What follows belongs to an exercise in optimizing a design on an open flow for small area; a production flow would make more cautious choices. The RTL was checked by simulation tests, not by an equivalence proof against the original design.

==> trial 74: inputs <==
==> flow/design.v (excerpt) <==
module radial_height_stamp_top (
  input  logic                              clk,
  input  logic                              rst,
  input  logic                              start,
  output logic                              busy,
  input  logic [rhs_pkg::COL_W-1:0]         vertex_column,
  input  logic [rhs_pkg::COL_W-1:0]         vertex_row,
  input  logic signed [rhs_pkg::HGT_W-1:0]  current_height,
  output logic                              done,
  output logic signed [rhs_pkg::HGT_W-1:0]  new_height,
  output logic                              changed,
  input  logic                              wr_en,
  input  logic [rhs_pkg::IDX_W-1:0]         wr_index,
  input  logic [rhs_pkg::CFG_W-1:0]         wr_data
);
  logic [rhs_pkg::MODE_W-1:0]       cfg_mode;
  logic [rhs_pkg::POS_W-1:0]        cfg_ccol;
  logic [rhs_pkg::POS_W-1:0]        cfg_crow;
  logic [rhs_pkg::RAD_W-1:0]        cfg_radius;
  logic [rhs_pkg::STR_W-1:0]        cfg_strength;
  logic signed [rhs_pkg::HGT_W-1:0] cfg_cheight;
  logic [rhs_pkg::SIDE_W-1:0]       cfg_side;
  logic [rhs_pkg::RAD_W-1:0]        r_eff;
  logic                      accept;
  logic                      f_vld, d_vld, l_vld;
  logic [rhs_pkg::PL_W-1:0]  f_pl, d_pl, l_pl;
  logic [31:0]               f_d2;
  logic [15:0]               d_t;
  logic                      d_fz;
  logic [16:0]               l_f;
  logic [rhs_pkg::HGT_W:0]   l_opnd;
  logic                      l_kb;
  always_ff @(posedge clk) begin
    if (rst) begin
      busy <= 1'b1;
    end else begin
      busy <= 1'b0;
    end
  end
  assign accept = start && !busy;
  always_ff @(posedge clk) begin
    if (rst) begin
      cfg_mode     <= '0;
      cfg_ccol     <= '0;
      cfg_crow     <= '0;
      cfg_radius   <= rhs_pkg::RADIUS_RESET;
      cfg_strength <= '0;
      cfg_cheight  <= '0;
      cfg_side     <= rhs_pkg::SIDE_RESET;
    end else if (wr_en) begin
      case (wr_index)
        3'd0: cfg_mode     <= wr_data[rhs_pkg::MODE_W-1:0];
        3'd1: cfg_ccol     <= wr_data[rhs_pkg::POS_W-1:0];
        3'd2: cfg_crow     <= wr_data[rhs_pkg::POS_W-1:0];
        3'd3: cfg_radius   <= (wr_data[rhs_pkg::RAD_W-1:0] == '0) ? rhs_pkg::RAD_W'(1)
                                                                  : wr_data[rhs_pkg::RAD_W-1:0];
  ...
clock: 10.0 ns
lec_check: 0
abc_area: 1
cap_margin: 20
core_margin: 2
core_utilization: 65
cts_cluster_diameter: 200
cts_cluster_size: 20
place_density: 0.72
slew_margin: 20
run.sh (not shown) runs the stock make flow with config.mk's settings and CLKGATE_MAP_FILE= SYNTH_SCRIPT=/design/flow/synth_recipe.tcl, a recipe that flattens the netlist after the stock synthesis.
==> trial 73: changes against trial 74 <==
--- a/flow/design.v
+++ b/flow/design.v
@@ -756,30 +756,30 @@
   wire sq_w665 = sq_w517 ^ sq_w578;
   assign y = {sq_w665, sq_w664, sq_w663, sq_w662, sq_w661, sq_w660, sq_w659, sq_w658, sq_w657, sq_w656, sq_w655, sq_w654, sq_w653, sq_w652, sq_w651, sq_w650, sq_w649, sq_w648, sq_w647, sq_w646, sq_w645, sq_w644, sq_w643, sq_w642, sq_w641, sq_w640, sq_w639, sq_w638, sq_w637, sq_w636, sq_w635, sq_w634, sq_w485};
 endmodule
 module rhs_divstep (
   input  logic [15:0] rem_in,
   input  logic        bit_in,
-  input  logic [15:0] r,
+  input  logic [16:0] nr,
   output logic [15:0] rem_out,
   output logic        q
 );
   logic [16:0] part;
-  logic [17:0] diff;
+  logic [17:0] sum;
   assign part    = {rem_in, bit_in};
-  assign diff    = {1'b0, part} - {2'b00, r};
-  assign q       = !diff[17];
-  assign rem_out = q ? diff[15:0] : part[15:0];
+  assign sum     = {1'b0, part} + {1'b0, nr};
+  assign q       = sum[17];
+  assign rem_out = q ? sum[15:0] : part[15:0];
 endmodule
 module rhs_root (
   input  logic                         clk,
   input  logic                         rst,
   input  logic                         in_vld,
   input  logic [rhs_pkg::PL_W-1:0]     pl_in,
   input  logic [31:0]                  rad,
-  input  logic [15:0]                  r,
+  input  logic [16:0]                  nr,
   output logic                         out_vld,
   output logic [rhs_pkg::PL_W-1:0]     pl_out,
   output logic [15:0]                  t,
   output logic                         fz
 );
   localparam int unsigned N = 33;
@@ -838,23 +838,23 @@
     if (k < 16) begin : g_dwait
       assign drem_n = drem_s[k];
       assign q_n    = q_s[k];
       assign lt_n   = lt_s[k];
       assign eq_n   = eq_s[k];
     end else if (k == 16) begin : g_dfirst
-      logic [16:0] diff0;
-      assign diff0  = {1'b0, rt_s[k][15:0]} - {1'b0, r};
-      assign lt_n   = diff0[16];
-      assign eq_n   = (diff0[15:0] == '0);
+      logic [17:0] sum0;
+      assign sum0   = {2'b00, rt_s[k][15:0]} + {1'b0, nr};
+      assign lt_n   = !sum0[17];
+      assign eq_n   = (sum0[16:0] == '0);
       assign drem_n = rt_s[k][15:0];
       assign q_n    = '0;
     end else begin : g_dbit
       rhs_divstep u_step (
         .rem_in  (drem_s[k]),
         .bit_in  (rt_s[k][0]),
-        .r       (r),
+        .nr      (nr),
         .rem_out (drem_n),
         .q       (q_n[0])
       );
       assign q_n[15:1] = q_s[k][14:0];
       assign lt_n      = lt_s[k];
       assign eq_n      = eq_s[k];
@@ -3083,17 +3083,16 @@
   input  logic [rhs_pkg::IDX_W-1:0]         wr_index,
   input  logic [rhs_pkg::CFG_W-1:0]         wr_data
 );
   logic [rhs_pkg::MODE_W-1:0]       cfg_mode;
   logic [rhs_pkg::POS_W-1:0]        cfg_ccol;
   logic [rhs_pkg::POS_W-1:0]        cfg_crow;
-  logic [rhs_pkg::RAD_W-1:0]        cfg_radius;
+  logic [rhs_pkg::RAD_W:0]          cfg_nrad;
   logic [rhs_pkg::STR_W-1:0]        cfg_strength;
   logic signed [rhs_pkg::HGT_W-1:0] cfg_cheight;
   logic [rhs_pkg::SIDE_W-1:0]       cfg_side;
-  logic [rhs_pkg::RAD_W-1:0]        r_eff;
   logic                      accept;
   logic                      f_vld, d_vld, l_vld;
   logic [rhs_pkg::PL_W-1:0]  f_pl, d_pl, l_pl;
   logic [31:0]               f_d2;
   logic [15:0]               d_t;
   logic                      d_fz;
@@ -3110,31 +3109,30 @@
   assign accept = start && !busy;
   always_ff @(posedge clk) begin
     if (rst) begin
       cfg_mode     <= '0;
       cfg_ccol     <= '0;
       cfg_crow     <= '0;
-      cfg_radius   <= rhs_pkg::RADIUS_RESET;
+      cfg_nrad     <= 17'h20000 - 17'(rhs_pkg::RADIUS_RESET);
       cfg_strength <= '0;
       cfg_cheight  <= '0;
       cfg_side     <= rhs_pkg::SIDE_RESET;
     end else if (wr_en) begin
       case (wr_index)
         3'd0: cfg_mode     <= wr_data[rhs_pkg::MODE_W-1:0];
         3'd1: cfg_ccol     <= wr_data[rhs_pkg::POS_W-1:0];
         3'd2: cfg_crow     <= wr_data[rhs_pkg::POS_W-1:0];
-        3'd3: cfg_radius   <= (wr_data[rhs_pkg::RAD_W-1:0] == '0) ? rhs_pkg::RAD_W'(1)
-                                                                  : wr_data[rhs_pkg::RAD_W-1:0];
+        3'd3: cfg_nrad     <= (wr_data[rhs_pkg::RAD_W-1:0] == '0) ? 17'h1ffff
+                                                                  : 17'h20000 - {1'b0, wr_data[rhs_pkg::RAD_W-1:0]};
         3'd4: cfg_strength <= wr_data[rhs_pkg::STR_W-1:0];
         3'd5: cfg_cheight  <= wr_data[rhs_pkg::HGT_W-1:0];
         3'd6: cfg_side     <= wr_data[rhs_pkg::SIDE_W-1:0];
         default: ;
       endcase
     end
   end
-  assign r_eff = cfg_radius;
   rhs_front u_front (
     .clk     (clk),
     .rst     (rst),
     .in_vld  (accept),
     .col     (vertex_column),
     .row     (vertex_row),
@@ -3149,13 +3147,13 @@
   rhs_root u_root (
     .clk     (clk),
     .rst     (rst),
     .in_vld  (f_vld),
     .pl_in   (f_pl),
     .rad     (f_d2),
-    .r       (r_eff),
+    .nr      (cfg_nrad),
     .out_vld (d_vld),
     .pl_out  (d_pl),
     .t       (d_t),
     .fz      (d_fz)
   );
   rhs_falloff u_falloff (
--- a/flow/config.mk
+++ b/flow/config.mk
@@ -5,11 +5,10 @@
 export SDC_FILE = /design/flow/constraint.sdc
 export NUM_CORES = 4
 export LEC_CHECK = 0
 export ABC_AREA = 1
 export CAP_MARGIN = 20
 export CORE_MARGIN = 2
-export CORE_UTILIZATION = 65
-export CTS_CLUSTER_DIAMETER = 200
+export CORE_UTILIZATION = 55
+export CTS_CLUSTER_DIAMETER = 100
 export CTS_CLUSTER_SIZE = 20
-export PLACE_DENSITY = 0.72
 export SLEW_MARGIN = 20
==> summary.txt <==
* Outcome: finished clean
* Core area at 154000 sq um
* Area occupied by multi-input gates at 69900 sq um
* DR vias/cell at 5.79
* Critical path startpoint: u_root.rt_s[24][10]$_DFF_P_
* Hold Startpoint: u_root.rt_s[21][3]$_DFF_P_
* Die Ht at 398 um
* CP endpoint: u_root.rem_s[27][26]$_DFF_P_
* Met2 wire len at 136000 um
* Placed instance area at 105000 sq um
* Top cells by count, synth: nand2_1 (2225), inv_1 (2104), ha_1 (1120)
* Site Rows at 144
* First-pass GRT wire length at 450000 um
(the above is from trial 74)
==> summary.txt <==
* First-pass GRT wire length at 456000 um
* Critical path startpoint: u_root.rt_s[9][2]$_DFF_P_
* Site Rows at 157
* Placed instance area at 106000 sq um
* Core area at 183000 sq um
* Die Ht at 432 um
* Met2 wire len at 140000 um
* Area occupied by multi-input gates at 69800 sq um
* Outcome: finished clean
(the above is from trial 73)

* * *

==> inputs of v32 <==
Starting RTL as in the previous note.
clock: 10.0 ns
lec_check: 0
abc_area: 1
cap_margin: 20
core_margin: 2
core_utilization: 40
slew_margin: 20
==> inputs of v38, as changes to v32 <==
Settings changed: CORE_UTILIZATION 40 to 55, CTS_CLUSTER_DIAMETER set to 200, CTS_CLUSTER_SIZE set to 20.
==> qor summary <==
Wire length per cell: v32 16.1 µm; v38 18.5 µm
Reg clk slew, reported paths: v32 0.06 ns; v38 0.10 ns
Worst R2R Start: v32 u_root.rt_s[14][6]; v38 u_root.rt_s[14][10]
Fraction of area in multi-input gates: v32 63.4%; v38 65.3%
Multi-input gate area in the final layout: v32 0.0699 mm²; v38 0.0699 mm²
Path length in cells of the critical path: v32 60; v38 59
Crit path DAT: v32 9.88 ns; v38 9.98 ns
Reg2Reg Setup Slack: v32 0.76 ns; v38 0.64 ns
Count of vias placed by the detailed router: v32 82.8k; v38 85.6k
Setup Skew: v32 0.0696 ns; v38 0.0767 ns
Met2 track demand over resource in global routing: v32 34.6%; v38 53.9%
Worst Reg2Reg Path Length in Cells: v32 60; v38 59
Die ar.: v32 0.256 mm²; v38 0.187 mm²
Share of cells above drive strength 1: v32 5.00%; v38 4.48%
Clock latency of the later-clocked register in the worst-skew pair: v32 0.77 ns; v38 0.78 ns
Status: v32 complete, no violations; v38 complete, no violations
Layout Area Growth over Synthesis: v32 9.34%; v38 6.19%
Slowest cell delay on critical path: v32 0.41 ns; v38 0.40 ns

port drivers added, routing unchanged:
In the flow no input, the clock included, has a driving cell. The finished layouts below were timed again as built, in two steps. Step 1 assumes that a clkbuf_16 drives the clock port and a buf_2 every other input. Step 2, shift: input delay + t, output delay - t, t = (earliest + latest rising clock arrival at the registers) / 2. This alone moves slack from input paths to output paths. Slacks: ideal / step 1 / step 2; pairs: ideal / step 1.
run | shift t [ns] | slack for setup (ns) | worst hold slack (ns) | latest minus earliest clock arrival (ns) | cell pins on the clock port's net
trial 74 | 0.802 | 0.614 / 0.614 / 0.614 | 0.279 / 0.279 / 0.279 | 0.106 / 0.106 | 1
trial 73 | 0.807 | 0.651 / 0.651 / 0.651 | 0.287 / 0.287 / 0.287 | 0.066 / 0.066 | 1
v32 | 0.829 | 0.761 / 0.761 / 0.761 | 0.271 / 0.271 / 0.271 | 0.089 / 0.089 | 1
v38 | 0.837 | 0.643 / 0.643 / 0.643 | 0.297 / 0.297 / 0.297 | 0.088 / 0.089 | 1
After both steps setup and hold are still met in every run listed.
